This is an optimization exercise on Yosys and OpenROAD, whose aim is small area and a short achievable clock period, not a production implementation. Function was checked by simulation only, so behaviour that the tests miss may differ from the original. No activity file was given, so power comes from the tool's default toggle rates.

==> flow/design.v <==
package dds_pkg;
    localparam int SAMPLE_W   = 8;
    localparam int PHASE_W    = 32;
    localparam int GAIN_W     = 16;
    localparam int GAIN_RADIX = 8;
    localparam int ROM_DEPTH  = 256;
    localparam int ROM_AW     = $clog2(ROM_DEPTH);
    typedef enum logic [7:0] {
        CTRL        = 8'h00,
        RAW         = 8'h04,
        STEP        = 8'h08,
        FM_RAW      = 8'h0C,
        FM_GAIN     = 8'h10,
        FM_OFFSET   = 8'h14,
        AM_RAW      = 8'h18,
        AM_GAIN     = 8'h1C,
        AM_OFFSET   = 8'h20,
        NOISE_GAIN  = 8'h24,
        ROM_WR      = 8'h28,
        STAT_CTRL   = 8'h2C,
        STAT_LIMIT  = 8'h30,
        STAT_MINMAX = 8'h34,
        STAT_COUNT  = 8'h38
    } reg_addr_e;
    typedef enum logic [1:0] {
        SRC_RAW = 2'd0,
        SRC_INA = 2'd1,
        SRC_INB = 2'd2
    } src_sel_e;
    typedef enum logic [1:0] {
        OUT_RAW = 2'd0,
        OUT_DDS = 2'd1,
        OUT_INA = 2'd2,
        OUT_INB = 2'd3
    } out_sel_e;
    typedef struct packed {
        logic                       enable;
        logic [PHASE_W-1:0]         step;
        logic [1:0]                   fm_sel;
        logic signed [SAMPLE_W-1:0] fm_raw;
        logic signed [GAIN_W-1:0]   fm_gain;
        logic signed [PHASE_W-1:0]  fm_offset;
    } dds_cfg_t;
    typedef struct packed {
        logic [1:0]                   out_sel;
        logic signed [SAMPLE_W-1:0] raw;
        logic [1:0]                   am_sel;
        logic signed [SAMPLE_W-1:0] am_raw;
        logic signed [GAIN_W-1:0]   am_gain;
        logic signed [GAIN_W-1:0]   am_offset;
        logic signed [SAMPLE_W-1:0] noise_gain;
    } mix_cfg_t;
    typedef struct packed {
        logic                valid;
        logic [ROM_AW-1:0]   addr;
        logic [SAMPLE_W-1:0] data;
    } rom_wr_t;
    typedef struct packed {
        logic        clear;
        logic        enable;
        logic [31:0] limit;
    } stat_cfg_t;
    typedef struct packed {
        logic signed [SAMPLE_W-1:0] min;
        logic signed [SAMPLE_W-1:0] max;
        logic [31:0]                count;
    } stat_res_t;
endpackage
`timescale 1ns/1ps
import dds_pkg::*;
module dds_block (
    input  logic                       clk,
    input  logic                       rst_n,
    input  logic                       psel,
    input  logic                       penable,
    input  logic                       pwrite,
    input  logic [31:0]                paddr,
    input  logic [31:0]                pwdata,
    input  logic signed [SAMPLE_W-1:0] ina_data,
    input  logic signed [SAMPLE_W-1:0] inb_data,
    output logic [31:0]                prdata,
    output logic signed [SAMPLE_W-1:0] dds_data_out
);
    logic [7:0]  addr;
    logic        addr_hit;
    logic        wr_en;
    assign addr     = paddr[7:0];
    assign addr_hit = (paddr[31:8] == '0);
    assign wr_en    = psel && penable && pwrite && addr_hit;
    logic [1:0]  out_sel, fm_sel, am_sel;
    logic        enable;
    logic [7:0]  raw, fm_raw, am_raw, noise_gain;
    logic [31:0] step, fm_offset, stat_limit;
    logic [15:0] fm_gain, am_gain, am_offset;
    logic        stat_clear, stat_en;
    always_ff @(posedge clk) begin
        if (!rst_n) begin
            out_sel    <= '0;
            enable     <= 1'b0;
            fm_sel     <= '0;
            am_sel     <= '0;
            raw        <= '0;
            step       <= '0;
            fm_raw     <= '0;
            fm_gain    <= '0;
            fm_offset  <= '0;
            am_raw     <= '0;
            am_gain    <= '0;
            am_offset  <= '0;
            noise_gain <= '0;
            stat_clear <= 1'b0;
            stat_en    <= 1'b0;
            stat_limit <= '0;
        end else begin
            stat_clear <= 1'b0;
            if (wr_en) begin
                case (addr)
                    CTRL: begin
                        out_sel <= pwdata[1:0];
                        enable  <= pwdata[2];
                        fm_sel  <= pwdata[5:4];
                        am_sel  <= pwdata[7:6];
                    end
                    RAW:        raw        <= pwdata[7:0];
                    STEP:       step       <= pwdata;
                    FM_RAW:     fm_raw     <= pwdata[7:0];
                    FM_GAIN:    fm_gain    <= pwdata[15:0];
                    FM_OFFSET:  fm_offset  <= pwdata;
                    AM_RAW:     am_raw     <= pwdata[7:0];
                    AM_GAIN:    am_gain    <= pwdata[15:0];
                    AM_OFFSET:  am_offset  <= pwdata[15:0];
                    NOISE_GAIN: noise_gain <= pwdata[7:0];
                    STAT_CTRL: begin
                        stat_clear <= pwdata[0];
                        stat_en    <= pwdata[1];
                    end
                    STAT_LIMIT: stat_limit <= pwdata;
                    default: ;
                endcase
            end
        end
    end
    function automatic logic [2:0] booth_dig(input logic [7:0] x, input int j);
        logic [8:0] xe;
        logic b2, b1, b0;
        xe = {x, 1'b0};
        b2 = xe[2*j+2];
        b1 = xe[2*j+1];
        b0 = xe[2*j];
        booth_dig = {b2, (b2 & ~b1 & ~b0) | (~b2 & b1 & b0), b1 ^ b0};
    endfunction
    function automatic logic [24:0] booth_row(input logic [2:0] d, input logic [15:0] m);
        logic [16:0] mag;
        mag = d[0] ? {m[15], m} : d[1] ? {m, 1'b0} : 17'd0;
        booth_row = {{8{mag[16] ^ d[2]}}, mag ^ {17{d[2]}}};
    endfunction
    function automatic logic [4:0] b8_dig(input logic [7:0] x, input int j);
        logic [9:0] xe;
        logic b3, b2, b1, b0;
        xe = {x[7], x, 1'b0};
        {b3, b2, b1, b0} = xe[3*j +: 4];
        b8_dig = {b3,
                  (b2 != b3) && (b2 == b1) && (b1 == b0),
                  (b2 != b3) && (b1 != b0),
                  (b2 != b1) && (b1 == b0),
                  (b2 == b3) && (b1 != b0)};
    endfunction
    function automatic logic [4:0] dig_sel(input logic [1:0] sel, input logic [4:0] r,
                                           input logic [4:0] a, input logic [4:0] b);
        case (sel)
            2'd0:    dig_sel = r;
            2'd1:    dig_sel = a;
            2'd2:    dig_sel = b;
            default: dig_sel = 5'd0;
        endcase
    endfunction
    function automatic logic [24:0] b8_row(input logic [4:0] d, input logic [15:0] m,
                                           input logic [17:0] m3);
        logic [18:0] mag;
        mag = ({19{d[0]}} & {{3{m[15]}}, m}) |
              ({19{d[1]}} & {{2{m[15]}}, m, 1'b0}) |
              ({19{d[2]}} & {m3[17], m3}) |
              ({19{d[3]}} & {m[15], m, 2'b0});
        b8_row = {{6{mag[18] ^ d[4]}}, mag ^ {19{d[4]}}};
    endfunction
    logic [17:0] fm_g3;
    logic [4:0]  fd0, fd1, fd2;
    logic [24:0] fr0, fr1, fr2, fr3, fs1, fc1, fs2, fc2;
    always_comb begin
        fm_g3 = {{2{fm_gain[15]}}, fm_gain} + {fm_gain[15], fm_gain, 1'b0};
        fd0 = dig_sel(fm_sel, b8_dig(fm_raw, 0), b8_dig(ina_data, 0), b8_dig(inb_data, 0));
        fd1 = dig_sel(fm_sel, b8_dig(fm_raw, 1), b8_dig(ina_data, 1), b8_dig(inb_data, 1));
        fd2 = dig_sel(fm_sel, b8_dig(fm_raw, 2), b8_dig(ina_data, 2), b8_dig(inb_data, 2));
        fr0 = b8_row(fd0, fm_gain, fm_g3);
        fr1 = (b8_row(fd1, fm_gain, fm_g3) << 3) | {24'b0, fd0[4]};
        fr2 = (b8_row(fd2, fm_gain, fm_g3) << 6) | {21'b0, fd1[4], 3'b0};
        fr3 = {2'b0, fm_offset[14:0], 1'b0, fd2[4], 6'b0};
        fs1 = fr0 ^ fr1 ^ fr2;
        fc1 = ((fr0 & fr1) | (fr0 & fr2) | (fr1 & fr2)) << 1;
        fs2 = fs1 ^ fc1 ^ fr3;
        fc2 = ((fs1 & fc1) | (fs1 & fr3) | (fc1 & fr3)) << 1;
    end
    logic [24:0] fm_s, fm_c;      
    logic [16:0] fm_hi;           
    logic        fm_hmax, fm_hmin;
    always_ff @(posedge clk) begin
        fm_s    <= fs2;
        fm_c    <= fc2;
        fm_hi   <= fm_offset[31:15];
        fm_hmax <= (fm_offset[31:15] == 17'h0FFFF);
        fm_hmin <= (fm_offset[31:15] == 17'h10000);
    end
    logic        fm_cin8;
    logic [17:0] fm_w;
    logic [1:0]  fm_co;
    logic        fm_ovp, fm_ovn;
    logic [31:0] pa0, pa1, pa2, pa3, pa4, corr;
    logic [31:0] ps1, pc1, ps2, pc2, ps3, pc3, ps4, pc4;
    logic [31:0] ph_main, ph_ps, ph_psm1, ph_next;
    logic [31:0] phase;
    always_comb begin
        fm_cin8 = ({1'b0, fm_s[7:0]} + {1'b0, fm_c[7:0]}) >> 8;
        fm_w    = {2'b0, fm_s[23:8]} + {2'b0, fm_c[23:8]} + {17'b0, fm_cin8} + 18'h04000;
        fm_co   = fm_w[17:16];
        fm_ovp  = fm_hmax && (fm_w[15:14] == 2'b11);
        fm_ovn  = fm_hmin && (fm_w[15:14] == 2'b00);
        corr    = (fm_co == 2'd0) ? 32'h0 : (fm_co == 2'd1) ? 32'hFFFF_0000 : 32'hFFFE_0000;
        pa0 = phase;
        pa1 = step;
        pa2 = {fm_hi, 15'b0};
        pa3 = {16'b0, fm_s[23:8]};
        pa4 = {16'b0, fm_c[23:8]};
        ps1 = pa0 ^ pa1 ^ pa2;
        pc1 = ((pa0 & pa1) | (pa0 & pa2) | (pa1 & pa2)) << 1;
        ps2 = ps1 ^ pc1 ^ pa3;
        pc2 = ((ps1 & pc1) | (ps1 & pa3) | (pc1 & pa3)) << 1;
        ps3 = ps2 ^ pc2 ^ pa4;
        pc3 = ((ps2 & pc2) | (ps2 & pa4) | (pc2 & pa4)) << 1;
        ps4 = ps3 ^ pc3 ^ corr;
        pc4 = (((ps3 & pc3) | (ps3 & corr) | (pc3 & corr)) << 1) | {31'b0, fm_cin8};
        ph_main = ps4 + pc4;
        ph_ps   = phase + step;
        ph_psm1 = (phase ^ step ^ 32'hFFFF_FFFF) +
                  (((phase & step) | phase | step) << 1);
        if (fm_ovp)      ph_next = ph_psm1 ^ 32'h8000_0000;
        else if (fm_ovn) ph_next = ph_ps ^ 32'h8000_0000;
        else             ph_next = ph_main;
    end
    always_ff @(posedge clk) begin
        if (!rst_n || !enable) phase <= '0;
        else                   phase <= ph_next;
    end
    logic [2:0]   tick;
    logic [511:0] pos0, pos1, pos2, pos3;
    always_ff @(posedge clk) tick <= tick + 3'd1;
    logic        new_wr;
    logic [7:0]  wa0, wd0, wa1, wd1;
    logic        wv0, wf0, wv1;
    logic [1:0]  kinj;
    logic [2:0]  tinj;
    logic        inj0, inj1;
    logic [7:0]  bus0, bus1;
    assign new_wr = rst_n && wr_en && (addr == ROM_WR);
    assign kinj   = ~tick[1:0];
    assign tinj   = {1'b0, kinj} + tick + 3'd1;
    assign inj0   = wv0 && (wa0[7:6] == kinj);
    assign inj1   = wv1 && (wa1[7:6] == kinj);
    assign bus0   = wd0 ^ {8{~tinj[2]}};
    assign bus1   = wd1 ^ {8{~tinj[2]}};
    always_ff @(posedge clk) begin
        if (new_wr) begin
            wa0 <= pwdata[15:8];
            wd0 <= pwdata[7:0];
        end
        wv0 <= new_wr || (wv0 && !inj0);
        wf0 <= new_wr;
        if (new_wr && wv0 && !inj0) begin
            wa1 <= wa0;
            wd1 <= wd0;
        end
        wv1 <= (new_wr && wv0 && !inj0) || (wv1 && !inj1);
    end
    logic [511:0] head;
    logic [63:0]  sel0, sel1, keep;
    always_comb begin
        for (int r = 0; r < 64; r++) begin
            sel0[r] = inj0 && (wa0[5:0] == r[5:0]);
            sel1[r] = inj1 && (wa1[5:0] == r[5:0]) && !sel0[r];
            keep[r] = !(sel0[r] || sel1[r]);
            head[8*r +: 8] = ~((pos3[8*r +: 8] & {8{keep[r]}}) |
                               (bus0 & {8{sel0[r]}}) | (bus1 & {8{sel1[r]}}));
        end
    end
    always_ff @(posedge clk) begin
        pos0 <= head;
        pos1 <= pos0;
        pos2 <= pos1;
        pos3 <= pos2;
    end
    function automatic logic [7:0] mux64(input logic [511:0] v, input logic [5:0] s);
        logic [7:0] l1 [16];
        logic [7:0] l2 [4];
        for (int i = 0; i < 16; i++) begin
            case (s[1:0])
                2'd0: l1[i] = v[8*(4*i)   +: 8];
                2'd1: l1[i] = v[8*(4*i+1) +: 8];
                2'd2: l1[i] = v[8*(4*i+2) +: 8];
                default: l1[i] = v[8*(4*i+3) +: 8];
            endcase
        end
        for (int i = 0; i < 4; i++) begin
            case (s[3:2])
                2'd0: l2[i] = l1[4*i];
                2'd1: l2[i] = l1[4*i+1];
                2'd2: l2[i] = l1[4*i+2];
                default: l2[i] = l1[4*i+3];
            endcase
        end
        case (s[5:4])
            2'd0: mux64 = l2[0];
            2'd1: mux64 = l2[1];
            2'd2: mux64 = l2[2];
            default: mux64 = l2[3];
        endcase
    endfunction
    logic [7:0]  ra;
    logic [2:0]  rpos;
    logic [7:0]  rc0, rc1, rc2, rc3, rring;
    logic        hit0, hit1;
    logic signed [7:0] dds_sample;
    assign ra   = phase[31:24];
    assign rpos = {1'b0, ra[7:6]} + tick;
    assign rc0  = mux64(pos0, ra[5:0]);
    assign rc1  = mux64(pos1, ra[5:0]);
    assign rc2  = mux64(pos2, ra[5:0]);
    assign rc3  = mux64(pos3, ra[5:0]);
    always_comb begin
        case (rpos[1:0])
            2'd0: rring = rc0;
            2'd1: rring = rc1;
            2'd2: rring = rc2;
            default: rring = rc3;
        endcase
        rring = rring ^ {8{rpos[2]}};
    end
    assign hit0 = wv0 && !wf0 && (wa0 == ra);
    assign hit1 = wv1 && (wa1 == ra);
    always_ff @(posedge clk) begin
        dds_sample <= hit0 ? wd0 : hit1 ? wd1 : rring;
    end
    logic [7:0] out_src;
    always_comb begin
        case (out_sel)
            OUT_RAW: out_src = raw;
            OUT_DDS: out_src = dds_sample;
            OUT_INA: out_src = ina_data;
            default: out_src = inb_data;
        endcase
    end
    logic [7:0]  lfsr;
    logic [7:0]  stage1_sample, stage1_noise;
    logic [2:0]  nd0, nd1, nd2, nd3;
    logic [15:0] nr0, nr1, nr2, nr3, nr4, ns1, nc1, ns2, nc2, ns3, nc3, nprod;
    always_comb begin
        nd0 = booth_dig(lfsr, 0);
        nd1 = booth_dig(lfsr, 1);
        nd2 = booth_dig(lfsr, 2);
        nd3 = booth_dig(lfsr, 3);
        nr0 = 16'(booth_row(nd0, {{8{noise_gain[7]}}, noise_gain}));
        nr1 = 16'(booth_row(nd1, {{8{noise_gain[7]}}, noise_gain}) << 2);
        nr2 = 16'(booth_row(nd2, {{8{noise_gain[7]}}, noise_gain}) << 4);
        nr3 = 16'(booth_row(nd3, {{8{noise_gain[7]}}, noise_gain}) << 6);
        nr4 = {9'b0, nd3[2], 1'b0, nd2[2], 1'b0, nd1[2], 1'b0, nd0[2]};
        ns1 = nr0 ^ nr1 ^ nr2;
        nc1 = ((nr0 & nr1) | (nr0 & nr2) | (nr1 & nr2)) << 1;
        ns2 = nr3 ^ nr4 ^ ns1;
        nc2 = ((nr3 & nr4) | (nr3 & ns1) | (nr4 & ns1)) << 1;
        ns3 = nc1 ^ ns2 ^ nc2;
        nc3 = ((nc1 & ns2) | (nc1 & nc2) | (ns2 & nc2)) << 1;
        nprod = ns3 + nc3;
    end
    always_ff @(posedge clk) begin
        if (!rst_n) begin
            lfsr          <= '1;
            stage1_sample <= '0;
            stage1_noise  <= '0;
        end else begin
            lfsr          <= {lfsr[6:0], lfsr[7] ^ lfsr[5] ^ lfsr[4] ^ lfsr[3]};
            stage1_sample <= out_src;
            stage1_noise  <= nprod[15:8];
        end
    end
    logic [17:0] am_g3;
    logic [4:0]  ad0, ad1, ad2;
    logic [24:0] ar0, ar1, ar2, ar3, as1, ac1, as2, ac2;
    always_comb begin
        am_g3 = {{2{am_gain[15]}}, am_gain} + {am_gain[15], am_gain, 1'b0};
        ad0 = dig_sel(am_sel, b8_dig(am_raw, 0), b8_dig(ina_data, 0), b8_dig(inb_data, 0));
        ad1 = dig_sel(am_sel, b8_dig(am_raw, 1), b8_dig(ina_data, 1), b8_dig(inb_data, 1));
        ad2 = dig_sel(am_sel, b8_dig(am_raw, 2), b8_dig(ina_data, 2), b8_dig(inb_data, 2));
        ar0 = b8_row(ad0, am_gain, am_g3);
        ar1 = (b8_row(ad1, am_gain, am_g3) << 3) | {24'b0, ad0[4]};
        ar2 = (b8_row(ad2, am_gain, am_g3) << 6) | {21'b0, ad1[4], 3'b0};
        ar3 = {am_offset[15], am_offset, 1'b0, ad2[4], 6'b0};
        as1 = ar0 ^ ar1 ^ ar2;
        ac1 = ((ar0 & ar1) | (ar0 & ar2) | (ar1 & ar2)) << 1;
        as2 = as1 ^ ac1 ^ ar3;
        ac2 = ((as1 & ac1) | (as1 & ar3) | (ac1 & ar3)) << 1;
    end
    logic [24:0] am_s, am_c;
    always_ff @(posedge clk) begin
        am_s <= as2;
        am_c <= ac2;
    end
    logic [24:0] am_sum;
    logic [15:0] am_factor;
    always_comb begin
        am_sum = am_s + am_c;
        if (am_sum[24] == am_sum[23]) am_factor = am_sum[23:8];
        else if (am_sum[24])          am_factor = 16'h8000;
        else                          am_factor = 16'h7FFF;
    end
    logic [23:0] mpp0, mpp1, mpp2, mpp3, mrow;
    logic [2:0]  md0, md1, md2, md3;
    logic [23:0] ms1, mc1, ms2, mc2, ms3, mc3;
    always_comb begin
        md0  = booth_dig(stage1_sample, 0);
        md1  = booth_dig(stage1_sample, 1);
        md2  = booth_dig(stage1_sample, 2);
        md3  = booth_dig(stage1_sample, 3);
        mpp0 = 24'(booth_row(md0, am_factor));
        mpp1 = 24'(booth_row(md1, am_factor) << 2);
        mpp2 = 24'(booth_row(md2, am_factor) << 4);
        mpp3 = 24'(booth_row(md3, am_factor) << 6);
        mrow = {{8{stage1_noise[7]}}, stage1_noise, 1'b0, md3[2], 1'b0, md2[2], 1'b0, md1[2], 1'b0, md0[2]};
        ms1  = mpp0 ^ mpp1 ^ mpp2;
        mc1  = ((mpp0 & mpp1) | (mpp0 & mpp2) | (mpp1 & mpp2)) << 1;
        ms2  = mpp3 ^ mrow ^ ms1;
        mc2  = ((mpp3 & mrow) | (mpp3 & ms1) | (mrow & ms1)) << 1;
        ms3  = mc1 ^ ms2 ^ mc2;
        mc3  = ((mc1 & ms2) | (mc1 & mc2) | (ms2 & mc2)) << 1;
    end
    logic [23:0] mod_s, mod_c;
    always_ff @(posedge clk) begin
        mod_s <= ms3;
        mod_c <= mc3;
    end
    logic [23:0] mod_sum;
    logic [7:0]  y8;
    logic        in_rng;
    always_comb begin
        mod_sum = mod_s + mod_c;
        y8      = mod_sum[15:8];
        in_rng  = &mod_sum[23:15] || ~|mod_sum[23:15];
        if (in_rng)           dds_data_out = y8;
        else if (mod_sum[23]) dds_data_out = 8'h80;
        else                  dds_data_out = 8'h7F;
    end
    logic signed [7:0] st_min, st_max;
    logic [31:0]       st_count;
    logic              take, lt_min, gt_max;
    assign take = stat_en && (st_count < stat_limit);
    always_comb begin
        if (in_rng) begin
            lt_min = $signed(y8) < st_min;
            gt_max = $signed(y8) > st_max;
        end else if (mod_sum[23]) begin
            lt_min = st_min != -8'sd128;
            gt_max = 1'b0;
        end else begin
            lt_min = 1'b0;
            gt_max = st_max != 8'sd127;
        end
    end
    always_ff @(posedge clk) begin
        if (!rst_n) begin
            st_min   <= '0;
            st_max   <= '0;
            st_count <= '0;
        end else if (stat_clear) begin
            st_min   <= 8'sh7F;
            st_max   <= -8'sd128;
            st_count <= '0;
        end else if (take) begin
            st_count <= st_count + 32'd1;
            if (st_count == '0) begin
                st_min <= dds_data_out;
                st_max <= dds_data_out;
            end else begin
                if (lt_min) st_min <= dds_data_out;
                if (gt_max) st_max <= dds_data_out;
            end
        end
    end
    logic [31:0] rd;
    logic        rd_en;
    logic [31:0] rd_q;
    logic        rd_mm, rd_cnt;
    assign rd_en = psel && !pwrite && addr_hit;
    always_comb begin
        rd = '0;
        if (rd_en) begin
            case (addr)
                CTRL:        rd = {24'b0, am_sel, fm_sel, 1'b0, enable, out_sel};
                RAW:         rd = {24'b0, raw};
                STEP:        rd = step;
                FM_RAW:      rd = {24'b0, fm_raw};
                FM_GAIN:     rd = {16'b0, fm_gain};
                FM_OFFSET:   rd = fm_offset;
                AM_RAW:      rd = {24'b0, am_raw};
                AM_GAIN:     rd = {16'b0, am_gain};
                AM_OFFSET:   rd = {16'b0, am_offset};
                NOISE_GAIN:  rd = {24'b0, noise_gain};
                STAT_CTRL:   rd = {30'b0, stat_en, 1'b0};
                STAT_LIMIT:  rd = stat_limit;
                default:     rd = '0;
            endcase
        end
    end
    always_ff @(posedge clk) begin
        rd_q   <= rd;
        rd_mm  <= rd_en && (addr == STAT_MINMAX);
        rd_cnt <= rd_en && (addr == STAT_COUNT);
    end
    assign prdata = rd_q | ({32{rd_mm}} & {16'b0, st_max, st_min}) |
                    ({32{rd_cnt}} & st_count);
endmodule
==> flow/run.sh <==
#!/bin/bash
# synth_recipe.tcl (not shown) runs the flow's synth.tcl, then flattens the netlist and writes it again
# the make line also repeats each setting of config.mk as NAME=value (left out here)
make -C /OpenROAD-flow-scripts/flow DESIGN_CONFIG=/design/flow/config.mk WORK_HOME=/design/flow/orfs CLKGATE_MAP_FILE= SYNTH_SCRIPT=/design/flow/synth_recipe.tcl finish
==> flow/config.mk <==
export PLATFORM = sky130hd
export DESIGN_NAME = dds_block
export DESIGN_NICKNAME = dds_block
export VERILOG_FILES = /design/flow/design.v
export SDC_FILE = /design/flow/constraint.sdc
export NUM_CORES = 4
export LEC_CHECK = 0
export CAP_MARGIN = 20
export CORE_MARGIN = 2
export CORE_UTILIZATION = 45
export PLACE_DENSITY = 0.6
export SETUP_SLACK_MARGIN = 4.5
export SLEW_MARGIN = 20
==> flow/constraint.sdc <==
create_clock -name core_clock -period 9.0 [get_ports {clk}]
set_input_delay 1.8000 -clock core_clock [delete_from_list [all_inputs] [get_ports {clk}]]
set_output_delay 1.8000 -clock core_clock [all_outputs]
set_load 0.01 [all_outputs]
==> flow_metrics.tcl, run 1 <==
set metrics [dict create \
    max_vdd_drop_mv 0.197 \
    globalRoute.totalOverflow 0 \
    number_of_enable_flip_flop_cells_after_synthesis 32 \
    cellLeakagePower_nw 48.3 \
    rr_startpoint "am_s[10]$_DFF_P_" \
    initial_core_util 0.452 \
    max_slew_margin 0.172 \
    ant_nets 0 \
    synth_warnings 9 \
    cp.arrival_ps 3860 \
    remaining_drc_errors 0 \
    htree_num_levels 5 \
    first_global_vias 82345 \
    timing_hold_violations_final 0 \
    final.setup_skew_ps 94.0 \
    flow.area_growth_from_synthesis_pct 16.5 \
    clk_pin_slew_ps 70 \
    synth-adder-area-share 0.0808 \
    synth-compound-area-share 0.149 \
    placement.io_buffers 124 \
    cp_max_fo 6 \
    netlist_instances 10266 \
    postRouteWirelength_um 390000 \
    drt_first_iter_violations 9222 \
    critPathCapture "dds_data_out[1]" \
    timing.reg2reg.setup_slack_ps 3770 \
    synthesis.area_per_instance_um2 10.7 \
    timing.critical_path.from_type "flip-flop" \
    synth.ff_latch_count 2564 \
    critPathCaptureType "output port" \
    holdCritPathClass "flip-flop to flip-flop" \
    synth.most_common_cell "dfxtp_1" \
    async_set_or_reset_flop_fraction_in_the_synthesized_netlist 0 \
    place.detailed.hpwl_um 264000 \
    cells_taking_the_most_area_after_synthesis "dfxtp_1, mux4_2, ha_1" \
    layout-drive-gt1-share 0.189 \
    xor_xnor_cell_area_share_of_the_yosys_netlist 0.0320 \
    timing.final.crit_share 0.629 \
    rr_endpoint "mod_s[11]$_DFF_P_" \
    globalRouteTotalUtil 0.303 \
    timing.critical_path.required_ps 7200 \
    layout_min_cycle_time_ps 5660 \
    hp-start "pos0[494]$_DFF_P_" \
    crit_path_from "mod_c[11]$_DFF_P_" \
    post_synth_mux_area_share 0.138 \
    fin_worst_hold_slack_ps 267 \
    clock_tree.root_cell "clkbuf_16" \
    setup_repair_after_global_routing_missed_its_margin "true" \
    vias 83970 \
    tritoncts_clock_tree "done" \
    core-area_um2 243000 \
    std_cell_rows 181 \
    max_clock_freq_mhz 177 \
    numClockSinks 2564 \
    dieWidth_um 498 \
    synth_top_cell_by_area "dfxtp_1" \
    setup_total_negative_slack_ps 0 \
    post_synth_and_or_nand_nor_area_fraction 0.0893 \
    global_route_wire_length_before_repair_um 561000 \
    critical_path.cell_chain "ha_4, and3_1, a32oi_2, a211oi_4, o21a_1, o32a_1, or4_4, a21oi_4, buf_4, a21oi_2, buf_2" \
    synth_cell_type_count 114 \
    main_combinational_cell_family_by_area_after_synthesis "compound AO/OA/AOI/OAI gates" \
    grt_max_degree 106 \
    synth_common_cells "dfxtp_1, nand2_1, nor2_1" \
    antenna_violations_before_repair 10 \
    boundaryPins 125 \
    timing_worst_slew_pin_value_ps 1230 \
    drt-pass1-iter-count 10 \
    cap_viol_max_count 0 \
    wire_per_inst_um 28.3 \
    yosys.area.top_type_share 0.461 \
    synth_flop_cell "dfxtp_1" \
    worstSkewPairLatency_ps 960 \
    synth-seq-area-share 0.470 \
    fillerInstances 21190 \
    finish.net_count 11031 \
    die_outline_height_um 498 \
    number_of_buffers_on_the_longest_clock_path 4 \
    post_synth_instance_area_um2 110000 \
    setup_violations 0 \
    power.density_nw_per_um2 188 \
    cts-buffers-inserted 287 \
    die_area_um2 248000 \
    gpl.final_weighted_congestion 0.989 \
    worst_path_largest_cell_delay_ps 620 \
    mappedNetlistNets 10935 \
    slew_violations 0 \
    outcome "finished clean" \
    crit_type "flip-flop to output port" \
    route.detailed.vias_per_inst 6.10 \
    reg2regPathDepth 19 \
    critical-path-slowest-cell "or4_4" \
]
cells in the final DEF, fill, tap and decap left out, types with 109 or more instances in the layout:
cell,instances
a211oi_1,349
a21boi_0,152
a21oi_1,843
buf_4,313
clkbuf_16,295
clkdlybuf4s50_1,109
dfxtp_1,2464
fa_1,170
ha_1,337
inv_1,424
mux4_2,625
nand2_1,902
nor2_1,881
o21ai_0,302
xnor2_1,249
cells by family (layout without fill, tap and decap cells):
| family | Yosys count | in the layout |
|---|---|---|
| fa+ha+maj | 591 | 591 |
| simple gates | 2306 | 2306 |
| buf+inv | 1155 | 1440 |
| mux | 733 | 738 |
| other cells | 0 | 9 |
| compound gates | 2515 | 2516 |
| flops | 2564 | 2564 |
| xor+xnor | 402 | 403 |
through the flow:
stage / area, um^2 / cells / util / setup slack, ps / power [mW]
final: 128000 / 13769 / 0.527 / 3340 / 24.1
after global placement: 115000 / 13088 / 0.472 / 3380 / 12.4
after CTS: 126000 / 13683 / 0.520 / 3280 / 24.1
after detailed placement: 115000 / 13088 / 0.472 / 3380 / 12.4
after global routing: 128000 / 13761 / 0.527 / 3240 / 24.7
after floorplan: 111000 / 10266 / - / 4330 / 12.1
metal layers:
| metal | global-route usage | routed length [um] | vias up | share of wire |
|---|---|---|---|---|
| met1 | 0.397 | 157000 | 41721 | 0.40 |
| li1 | - | - | 37003 | - |
| met4 | 0.151 | 22300 | 12 | 0.057 |
| met2 | 0.475 | 175000 | 4209 | 0.45 |
| met3 | 0.0658 | 35300 | 1025 | 0.090 |
| met5 | 0 | 164 | - | 0.00042 |
power breakdown:
group          leakage (nW)  switching (mW)  internal [mW]
clock network          4.59            4.71           7.02
logic                  22.4           0.459          0.394
registers              21.3          0.0742           11.4
worst min-delay path by stage:
stage / to / cells after the start / slack (ps)
6_report: pos1[494]$_DFF_P_ / 0 / 270
5_1_grt: pos3[192]$_DFF_P_ / 0 / 270
4_1_cts: pos3[192]$_DFF_P_ / 0 / 260
3_5_place_dp: pos1[274]$_DFF_P_ / 0 / 330
3_3_place_gp: pos1[273]$_DFF_P_ / 0 / 330
2_1_floorplan: pos1[112]$_DFF_P_ / 0 / 330
flip-flops by register name, summed over array words and instances (netlist names), 16 cells and up:
register	flops
fm_c	20
fm_s	22
pos0	512
pos3	512
fm_offset	32
rd_q	32
stat_limit	32
am_s	22
phase	32
am_c	21
fm_gain	16
fm_hi	17
pos1	512
step	32
am_gain	16
st_count	32
mod_c	21
pos2	512
mod_s	22
am_offset	16
worst max-delay path: cells and delay by family (launching register included):
family / cells / cell delay, ps
flops: 1 / 450
simple gates: 2 / 800
compound gates: 6 / 1170
fa+ha+maj: 1 / 270
buf+inv: 2 / 280
cell type report:
cell class              instances  area (um^2)  share of cell area
multi-input cells            6554        56600               0.442
flip-flops and latches       2564        51800               0.404
clock buffers                 403         8310              0.0648
repair buffers                501         4660              0.0364
well taps                    3202         4010              0.0313
inverters                     454         1720              0.0134
clock inverters                82         1050             0.00819
diodes                          9         22.5            0.000176
timing repair:
action / 4_1_cts / 5_1_grt
gates resized for setup: 302 / 239
endpoints found under the setup margin: 123 / 151
pin swaps: 120 / 137
setup buffers: 99 / 73
cloned: 11 / 3
hold buffers: 0 / 0
==> run 2: changes to the inputs <==
--- a/flow/config.mk
+++ b/flow/config.mk
@@ -11,3 +11,2 @@
 export PLACE_DENSITY = 0.6
-export SETUP_SLACK_MARGIN = 4.5
 export SLEW_MARGIN = 20
==> flow_metrics.tcl, run 2 <==
set metrics [dict create \
    outcome "finished clean" \
    slew_violations 0 \
    cellLeakagePower_nw 46.9 \
    xor_xnor_cell_area_share_of_the_yosys_netlist 0.0320 \
    synth_top_cell_by_area "dfxtp_1" \
    mappedNetlistNets 10935 \
    placement.io_buffers 124 \
    cts_setup_buffers 0 \
    global_route_wire_length_before_repair_um 546000 \
    holdCritPathClass "flip-flop to flip-flop" \
    numClockSinks 2564 \
    crit_type "flip-flop to output port" \
    synth_flop_cell "dfxtp_1" \
    synth-compound-area-share 0.149 \
    ant_nets 0 \
    worst_path_largest_cell_delay_ps 610 \
    synth.most_common_cell "dfxtp_1" \
    cts-buffers-inserted 284 \
    post_synth_and_or_nand_nor_area_fraction 0.0893 \
    layout_min_cycle_time_ps 6480 \
    netlist_instances 10266 \
    remaining_drc_errors 0 \
    htree_num_levels 5 \
    dieWidth_um 498 \
    vias 81956 \
    timing.hold.worst_endpoint "pos1[183]$_DFF_P_" \
    timing.reg2reg.setup_slack_ps 3260 \
    wire_per_inst_um 27.6 \
    number_of_buffers_on_the_longest_clock_path 4 \
    setup_ws_ps 2520 \
    synth-seq-area-share 0.470 \
    grt_max_degree 182 \
    synthesis.area_per_instance_um2 10.7 \
    rr_startpoint "am_s[5]$_DFF_P_" \
    yosys.area.top_type_share 0.461 \
    layout_common_cells "dfxtp_1, nand2_1, nor2_1" \
    timing_worst_slew_pin_value_ps 1290 \
    first_global_vias 80559 \
    rr_endpoint "mod_s[15]$_DFF_P_" \
    timing_hold_violations_final 0 \
    timing.critical_path.buf_inv 1 \
    core-area_um2 243000 \
    cp_max_fo 5 \
    max_slew_margin 0.139 \
    critPathCaptureType "output port" \
    final.setup_skew_ps 113 \
    boundaryPins 125 \
    cts_hold_repair.buffers 0 \
    hp-start "pos0[183]$_DFF_P_" \
    number_of_enable_flip_flop_cells_after_synthesis 32 \
    tritoncts_clock_tree "done" \
    postRouteWirelength_um 375000 \
    timing.final.crit_share 0.720 \
    cap_viol_max_count 0 \
    reg2regPathDepth 16 \
    post_synth_instance_area_um2 110000 \
    cp.arrival_ps 4680 \
    power.density_nw_per_um2 194 \
    main_combinational_cell_family_by_area_after_synthesis "compound AO/OA/AOI/OAI gates" \
    die_outline_height_um 498 \
    synth-adder-area-share 0.0808 \
    fillerInstances 21575 \
    std_cell_rows 181 \
    worstSkewPairLatency_ps 960 \
    critical-path-slowest-cell "nor4_1" \
    die_area_um2 248000 \
    globalRouteTotalUtil 0.295 \
    timing.critical_path.required_ps 7200 \
    globalRoute.totalOverflow 0 \
    drt-pass1-iter-count 9 \
    synth.ff_latch_count 2564 \
    synth_cell_type_count 114 \
    antenna_violations_before_repair 15 \
    cells_taking_the_most_area_after_synthesis "dfxtp_1, mux4_2, ha_1" \
    setup_violations 0 \
    initial_core_util 0.452 \
    setup_repair_after_global_routing_missed_its_margin "false" \
    synth_warnings 9 \
    dp_worst_setup_slack_ps 3240 \
    route.detailed.vias_per_inst 6.03 \
    drt_first_iter_violations 8855 \
    gpl.final_weighted_congestion 0.981 \
    max_vdd_drop_mv 0.183 \
    synth_common_cells "dfxtp_1, nand2_1, nor2_1" \
    place.detailed.hpwl_um 263000 \
    finish.net_count 10848 \
    holdPathStages 0 \
    clk_pin_slew_ps 60 \
    async_set_or_reset_flop_fraction_in_the_synthesized_netlist 0 \
    ctsResizeCount 0 \
    timing.critical_path.from_type "flip-flop" \
    setup_total_negative_slack_ps 0 \
    dp.cells 13094 \
    final_cells 13594 \
    post_synth_mux_area_share 0.138 \
    max_clock_freq_mhz 154 \
    critical_path.cell_chain "ha_1, o211ai_1, a21boi_0, nand3_1, a21boi_0, o211ai_1, nor4_1, and4_1, a21oi_1, a21oi_1, clkdlybuf4s50_1" \
    flow.area_growth_from_synthesis_pct 12.7 \
    commonest_non_fill_non_tap_cell_in_the_layout "dfxtp_1" \
    layout-drive-gt1-share 0.140 \
    worst_path_dominant_cell_family "compound AO/OA/AOI/OAI gates" \
    clock_tree.root_cell "clkbuf_16" \
]
==> run 2: cell counts after synthesis <==
Identical to the previous run, type by type.
==> run 2: where the power goes <==
group | switching (mW) | internal [mW]
combinational | 0.420 | 0.304
sequential | 0.0424 | 11.4
clock | 4.72 | 7.15
==> run 2: final cells by class <==
type	instances	area, um^2	area share
diodes	10	25.0	0.000202
clock buffers	381	8040	0.0648
clock inverters	108	1420	0.0115
inverters	454	1710	0.0138
multi-input cells	6547	54200	0.437
flip-flops and latches	2564	51700	0.417
well taps	3202	4010	0.0323
repair buffers	328	2930	0.0236
==> run 2: logic make-up after synthesis <==
group | count (synthesis)
flip-flops | 2564
AO/OA/AOI/OAI | 2515
AND/OR/NAND/NOR | 2306
buffers and inverters | 1155
multiplexers | 733
adder cells (fa/ha/maj) | 591
XOR/XNOR | 402
==> run 2: per-layer routing <==
layer	share of wire	track usage	vias to the layer above	wire length, um
li1	-	-	36581	-
met1	0.41	0.390	40555	153000
met2	0.45	0.464	3931	169000
met3	0.086	0.0570	879	32200
met4	0.053	0.139	10	20000
met5	0.00018	0	-	66
==> run 2: metrics by stage <==
step | util | power, mW | hold WS, ps | instance area (um^2)
after global placement | 0.471 | 12.4 | 327 | 114000
after detailed placement | 0.471 | 12.4 | 331 | 115000
final | 0.510 | 24.0 | 277 | 124000
after floorplan | - | 12.1 | 326 | 110000
after global routing | 0.510 | 24.7 | 278 | 124000
after CTS | 0.510 | 24.2 | 277 | 124000
==> run 2: worst max-delay path by stage <==
stage,from,endpoint,slack [ps],cells after the start
2_1_floorplan,fm_c[13]$_DFF_P_,phase[30]$_SDFF_PP0_,3930,23
3_3_place_gp,ina_data[0],am_s[23]$_DFF_P_,3300,11
3_5_place_dp,ina_data[2],fm_s[22]$_DFF_P_,3240,10
4_1_cts,mod_c[8]$_DFF_P_,dds_data_out[4],2470,10
5_1_grt,mod_c[8]$_DFF_P_,dds_data_out[6],2210,11
6_report,mod_c[8]$_DFF_P_,dds_data_out[6],2520,11
==> run 2: worst register-to-register path, stage by stage (launching register included) <==
cell       delay (ps)
dfxtp_1           310
ha_1              280
and3_4            150
a31o_4            260
a2111oi_4         600
o41ai_4           200
a2111oi_4         510
or4_4             350
o211ai_1          470
nand2_2           400
o22ai_1           100
a22oi_1           170
o21ai_1           190
fa_1              570
inv_1              60
fa_1              540
fa_1              410
==> run 3: changes to the inputs <==
--- a/flow/design.v
+++ b/flow/design.v
@@ -202,16 +202,24 @@
     end
-    logic [24:0] fm_s, fm_c;      
-    logic [16:0] fm_hi;           
-    logic        fm_hmax, fm_hmin;
-    always_ff @(posedge clk) begin
-        fm_s    <= fs2;
-        fm_c    <= fc2;
-        fm_hi   <= fm_offset[31:15];
-        fm_hmax <= (fm_offset[31:15] == 17'h0FFFF);
-        fm_hmin <= (fm_offset[31:15] == 17'h10000);
+    logic        fa_cin8;
+    logic [17:0] fa_w;
+    logic [25:0] fa_sum;
+    always_comb begin
+        fa_sum  = {2'b0, fs2[23:0]} + {2'b0, fc2[23:0]} + 26'h040_0000;
+        fa_cin8 = fs2[8] ^ fc2[8] ^ fa_sum[8];
+        fa_w    = fa_sum[25:8];
     end
+    logic [15:0] fm_s, fm_c;      
     logic        fm_cin8;
-    logic [17:0] fm_w;
     logic [1:0]  fm_co;
     logic        fm_ovp, fm_ovn;
+    logic [16:0] fm_hi;           
+    always_ff @(posedge clk) begin
+        fm_s    <= fs2[23:8];
+        fm_c    <= fc2[23:8];
+        fm_cin8 <= fa_cin8;
+        fm_co   <= fa_w[17:16];
+        fm_ovp  <= (fm_offset[31:15] == 17'h0FFFF) && (fa_w[15:14] == 2'b11);
+        fm_ovn  <= (fm_offset[31:15] == 17'h10000) && (fa_w[15:14] == 2'b00);
+        fm_hi   <= fm_offset[31:15];
+    end
     logic [31:0] pa0, pa1, pa2, pa3, pa4, corr;
@@ -221,7 +229,2 @@
     always_comb begin
-        fm_cin8 = ({1'b0, fm_s[7:0]} + {1'b0, fm_c[7:0]}) >> 8;
-        fm_w    = {2'b0, fm_s[23:8]} + {2'b0, fm_c[23:8]} + {17'b0, fm_cin8} + 18'h04000;
-        fm_co   = fm_w[17:16];
-        fm_ovp  = fm_hmax && (fm_w[15:14] == 2'b11);
-        fm_ovn  = fm_hmin && (fm_w[15:14] == 2'b00);
         corr    = (fm_co == 2'd0) ? 32'h0 : (fm_co == 2'd1) ? 32'hFFFF_0000 : 32'hFFFE_0000;
@@ -230,12 +233,12 @@
         pa2 = {fm_hi, 15'b0};
-        pa3 = {16'b0, fm_s[23:8]};
-        pa4 = {16'b0, fm_c[23:8]};
+        pa3 = {16'b0, fm_s};
+        pa4 = {16'b0, fm_c};
         ps1 = pa0 ^ pa1 ^ pa2;
         pc1 = ((pa0 & pa1) | (pa0 & pa2) | (pa1 & pa2)) << 1;
-        ps2 = ps1 ^ pc1 ^ pa3;
-        pc2 = ((ps1 & pc1) | (ps1 & pa3) | (pc1 & pa3)) << 1;
-        ps3 = ps2 ^ pc2 ^ pa4;
-        pc3 = ((ps2 & pc2) | (ps2 & pa4) | (pc2 & pa4)) << 1;
-        ps4 = ps3 ^ pc3 ^ corr;
-        pc4 = (((ps3 & pc3) | (ps3 & corr) | (pc3 & corr)) << 1) | {31'b0, fm_cin8};
+        ps2 = pa3 ^ pa4 ^ corr;
+        pc2 = (((pa3 & pa4) | (pa3 & corr) | (pa4 & corr)) << 1) | {31'b0, fm_cin8};
+        ps3 = ps1 ^ pc1 ^ ps2;
+        pc3 = ((ps1 & pc1) | (ps1 & ps2) | (pc1 & ps2)) << 1;
+        ps4 = ps3 ^ pc3 ^ pc2;
+        pc4 = ((ps3 & pc3) | (ps3 & pc2) | (pc3 & pc2)) << 1;
         ph_main = ps4 + pc4;
@@ -409,14 +412,11 @@
     end
-    logic [24:0] am_s, am_c;
-    always_ff @(posedge clk) begin
-        am_s <= as2;
-        am_c <= ac2;
-    end
     logic [24:0] am_sum;
+    logic [16:0] am_x;
+    assign am_sum = as2 + ac2;
+    always_ff @(posedge clk) am_x <= am_sum[24:8];
     logic [15:0] am_factor;
     always_comb begin
-        am_sum = am_s + am_c;
-        if (am_sum[24] == am_sum[23]) am_factor = am_sum[23:8];
-        else if (am_sum[24])          am_factor = 16'h8000;
-        else                          am_factor = 16'h7FFF;
+        if (am_x[16] == am_x[15]) am_factor = am_x[15:0];
+        else if (am_x[16])        am_factor = 16'h8000;
+        else                      am_factor = 16'h7FFF;
     end
@@ -442,17 +442,8 @@
     end
-    logic [23:0] mod_s, mod_c;
-    always_ff @(posedge clk) begin
-        mod_s <= ms3;
-        mod_c <= mc3;
-    end
     logic [23:0] mod_sum;
-    logic [7:0]  y8;
-    logic        in_rng;
-    always_comb begin
-        mod_sum = mod_s + mod_c;
-        y8      = mod_sum[15:8];
-        in_rng  = &mod_sum[23:15] || ~|mod_sum[23:15];
-        if (in_rng)           dds_data_out = y8;
-        else if (mod_sum[23]) dds_data_out = 8'h80;
-        else                  dds_data_out = 8'h7F;
+    always_comb mod_sum = ms3 + mc3;
+    always_ff @(posedge clk) begin
+        if (&mod_sum[23:15] || ~|mod_sum[23:15]) dds_data_out <= mod_sum[15:8];
+        else if (mod_sum[23])                    dds_data_out <= 8'h80;
+        else                                     dds_data_out <= 8'h7F;
     end
@@ -461,15 +452,5 @@
     logic              take, lt_min, gt_max;
-    assign take = stat_en && (st_count < stat_limit);
-    always_comb begin
-        if (in_rng) begin
-            lt_min = $signed(y8) < st_min;
-            gt_max = $signed(y8) > st_max;
-        end else if (mod_sum[23]) begin
-            lt_min = st_min != -8'sd128;
-            gt_max = 1'b0;
-        end else begin
-            lt_min = 1'b0;
-            gt_max = st_max != 8'sd127;
-        end
-    end
+    assign take   = stat_en && (st_count < stat_limit);
+    assign lt_min = dds_data_out < st_min;
+    assign gt_max = dds_data_out > st_max;
     always_ff @(posedge clk) begin
--- a/flow/config.mk
+++ b/flow/config.mk
@@ -11,2 +11,3 @@
 export PLACE_DENSITY = 0.6
+export SETUP_SLACK_MARGIN = 4.5
 export SLEW_MARGIN = 20
==> flow_metrics.tcl, run 3 <==
set metrics [dict create \
    post_synth_instance_area_um2 108000 \
    multiInputGateArea_um2 55300 \
    yosys.area.top_type_share 0.458 \
    regArea_um2 50500 \
    core-area_um2 238000 \
    clk_pin_slew_ps 60 \
    crit_type "input port to flip-flop" \
    timing_hold_violations_final 0 \
    antenna_violations_before_repair 25 \
    netlist_instances 10160 \
    finish.net_count 11006 \
    p_clk_frac 0.488 \
    route.met3.wl_um 36500 \
    net_switching_power_mw 4.98 \
    timing.final.crit_share 0.647 \
    dieWidth_um 493 \
    synth-adder-area-share 0.0861 \
    mappedNetlistNets 10821 \
    timing_worst_slew_pin_value_ps 1210 \
    critical_path.cell_chain "buf_12, xor2_4, o32ai_2, o21bai_4, a222oi_1, nand2_1, xnor2_2, fa_1, fa_1, inv_2, ha_4, nand4_1, a211o_1, a21oi_2, o2111ai_2, a21oi_2, nor4_4, buf_4, o31ai_4, and2_1, o21a_1, nor2_2, xnor2_1" \
    post_synth_mux_area_share 0.145 \
    vias 82657 \
    number_of_buffers_on_the_longest_clock_path 4 \
    first_global_vias 79974 \
    xor_xnor_cell_area_share_of_the_yosys_netlist 0.0290 \
    placement.io_buffers 124 \
    slew_violations 0 \
    drt-pass1-iter-count 19 \
    reg2regPathDepth 24 \
    setup_ws_ps 3180 \
    remaining_drc_errors 0 \
    route.detailed.vias_per_inst 6.03 \
    synth-seq-area-share 0.467 \
    cts-buffers-inserted 274 \
    holdCritPathClass "flip-flop to flip-flop" \
    cells_taking_the_most_area_after_synthesis "dfxtp_1, mux4_2, a21oi_1" \
    rr_startpoint "am_gain[1]$_SDFFE_PN0P_" \
    post_synth_and_or_nand_nor_area_fraction 0.0891 \
    globalRoute.totalOverflow 0 \
    timing.hold.worst_endpoint "pos3[58]$_DFF_P_" \
    max_slew_margin 0.194 \
    synth_warnings 9 \
    worstSkewPairLatency_ps 960 \
    async_set_or_reset_flop_fraction_in_the_synthesized_netlist 0 \
    setup_repair_after_global_routing_missed_its_margin "true" \
    outcome "finished clean" \
    grt_max_degree 96 \
    place.detailed.hpwl_um 247000 \
    dp_worst_setup_slack_ps 1250 \
    initial_core_util 0.453 \
    layout-drive-gt1-share 0.200 \
    gpl.final_weighted_congestion 0.966 \
    die_area_um2 243000 \
    synth_top_cell_by_area "dfxtp_1" \
    synth.ff_latch_count 2496 \
    route.met2.wl_um 162000 \
    htree_num_levels 5 \
    std_cell_rows 179 \
    top_layer_used "met5" \
    final.setup_skew_ps 56.4 \
    synth_flop_cell "dfxtp_1" \
    synth_cell_type_count 83 \
    power.combinational.fraction 0.029 \
    rr_endpoint "am_x[16]$_DFF_P_" \
    max_clock_freq_mhz 172 \
    switching_share 0.215 \
    ant_nets 0 \
    max_vdd_drop_mv 0.212 \
    timing.reg2reg.setup_slack_ps 3260 \
    global_route_wire_length_before_repair_um 537000 \
    setup_total_negative_slack_ps 0 \
    critPathCaptureType "flip-flop" \
    cell_internal_pwr_mw 18.1 \
    flow.area_growth_from_synthesis_pct 17.4 \
    wire_per_inst_um 27.0 \
    main_combinational_cell_family_by_area_after_synthesis "multiplexers" \
    postRouteWirelength_um 370000 \
    fin_worst_hold_slack_ps 322 \
    globalRouteTotalUtil 0.295 \
    cp_max_fo 11 \
    die_outline_height_um 493 \
    number_of_enable_flip_flop_cells_after_synthesis 32 \
    synth-compound-area-share 0.139 \
    timing.critical_path.from_type "input port" \
    timing.critical_path.required_ps 9800 \
    layout_min_cycle_time_ps 5820 \
    synth_common_cells "dfxtp_1, nor2_1, a21oi_1" \
    worst_path_largest_cell_delay_ps 530 \
    cap_viol_max_count 0 \
    synth.most_common_cell "dfxtp_1" \
    synthesis.area_per_instance_um2 10.6 \
    boundaryPins 125 \
    clock_tree.root_cell "clkbuf_16" \
    layout_common_cells "dfxtp_1, nor2_1, a21oi_1" \
    drt_first_iter_violations 9602 \
    cp.arrival_ps 6620 \
    power.density_nw_per_um2 183 \
    routedLengthMet1_um 158000 \
    setup_violations 0 \
    tritoncts_clock_tree "done" \
    numClockSinks 2496 \
    critical-path-slowest-cell "fa_1" \
    hp-start "pos2[58]$_DFF_P_" \
    power.sequential.fraction 0.483 \
    holdPathStages 0 \
    cellLeakagePower_nw 46.9 \
    commonest_non_fill_non_tap_cell_in_the_layout "dfxtp_1" \
    fillerInstances 20486 \
]
[run 3: cell types whose count changed in the layout (fill, tap and decap cells not counted), sizes merged, moves of 36 or more]
cell    change
a21boi    -137
a21oi     +209
buf       +280
dfxtp      -68
inv        +76
maj3       +37
nand2     -173
nor2      +205
o21ai      -56
xnor2      -36
[run 3: per-stage QoR]
step	util	power [mW]	area (um^2)	std cells
2_1_floorplan	-	11.8	108000	10160
3_3_place_gp	0.474	12.0	113000	12978
3_5_place_dp	0.474	12.0	113000	12978
4_1_cts	0.525	23.2	125000	13625
5_1_grt	0.532	23.7	126000	13701
6_report	0.532	23.1	126000	13708
[run 3: area by class of cell]
class	instances	share of cell area
antenna	11	0.000218
clock buffer	380	0.0619
clock inverter	81	0.00856
inverter	535	0.0162
multi-input combinational	6428	0.437
sequential	2496	0.399
tap	3167	0.0313
timing repair buffer	610	0.0454
[run 3: worst max-delay path, delay by kind of cell]
kind                       cells  cell delay [ps]
AOI/OAI and AO/OA              9             2150
xor gates and xnor gates       3              480
buffers and inverters          3              340
adders and majority gates      3             1290
and+or+nand+nor                5              540
[run 3: cell families (layout without fill, tap and decap cells)]
family	after synthesis	in the layout
mux	753	753
compound gates	2413	2416
other cells	0	11
simple gates	2280	2283
xor+xnor	356	356
fa+ha+maj	620	620
buf+inv	1242	1606
flops	2496	2496
[run 3: worst max path at each step]
stage	start	to	slack (ps)	depth (start not counted)
floorplan	ina_data[2]	am_x[14]$_DFF_P_	2830	23
global placement	ina_data[5]	fm_co[0]$_DFF_P_	1380	21
detailed placement	ina_data[5]	fm_co[0]$_DFF_P_	1250	20
CTS	am_gain[1]$_SDFFE_PN0P_	am_x[16]$_DFF_P_	3180	25
global route	inb_data[6]	am_x[14]$_DFF_P_	2940	22
finish	inb_data[2]	am_x[14]$_DFF_P_	3180	23
[run 3: power groups by stage]
stage               Sequential [mW]  Clock, mW  Combinational, mW
global placement               11.4          0              0.565
CTS                            11.2       11.4              0.627
detailed placement             11.4          0              0.574
global route                   11.2       11.8              0.751
floorplan                      11.4          0              0.378
finish                         11.2       11.3              0.675
[run 3: metal layers]
layer  GRT usage  vias to the layer above
met3      0.0658                      795
met2       0.444                     4052
met4       0.102                       14
met1       0.419                    41237
met5     0.00509                        -
li1            -                    36559
[run 3: repair_timing]
| item | 4_1_cts | 5_1_grt |
|---|---|---|
| setup buffers | 177 | 62 |
| gates resized for setup | 479 | 227 |
| hold endpoints to repair | 0 | 0 |
| hold buffers | 0 | 0 |
| pin swaps | 181 | 160 |
| endpoints found under the setup margin | 93 | 68 |
| cloned | 9 | 9 |

[separate check: timing with driven ports]
The results above use ideal ports. As a check the final layouts listed here were re-extracted and re-timed, cells and wires unchanged. Step 1 (the two cells are an assumption about what drives the block):
set clk [get_ports {clk}]
set_driving_cell -lib_cell sky130_fd_sc_hd__clkbuf_16 $clk
set_driving_cell -lib_cell sky130_fd_sc_hd__buf_2 [delete_from_list [all_inputs] $clk]
Step 2 also shifts input and output timing later by t, the mid clock arrival at the registers, as if the neighbouring blocks saw the same clock. Slacks: ideal ports / drivers / drivers and shift; pairs: ideal ports / drivers.
| run | t, ns | setup WS [ns] | cell pins on the clock port's net |
|---|---|---|---|
| run 1 | 1.008 | 3.335 / 3.243 / 3.664 | 1 |
| run 2 | 0.992 | 2.520 / 2.428 / 3.083 | 1 |
| run 3 | 1.015 | 3.176 / 3.119 / 2.104 | 1 |
After both steps every run listed still meets setup and hold. The setup slack of run 3, which loses most, moves by -0.057 ns with the drivers and by -1.072 ns with both steps.
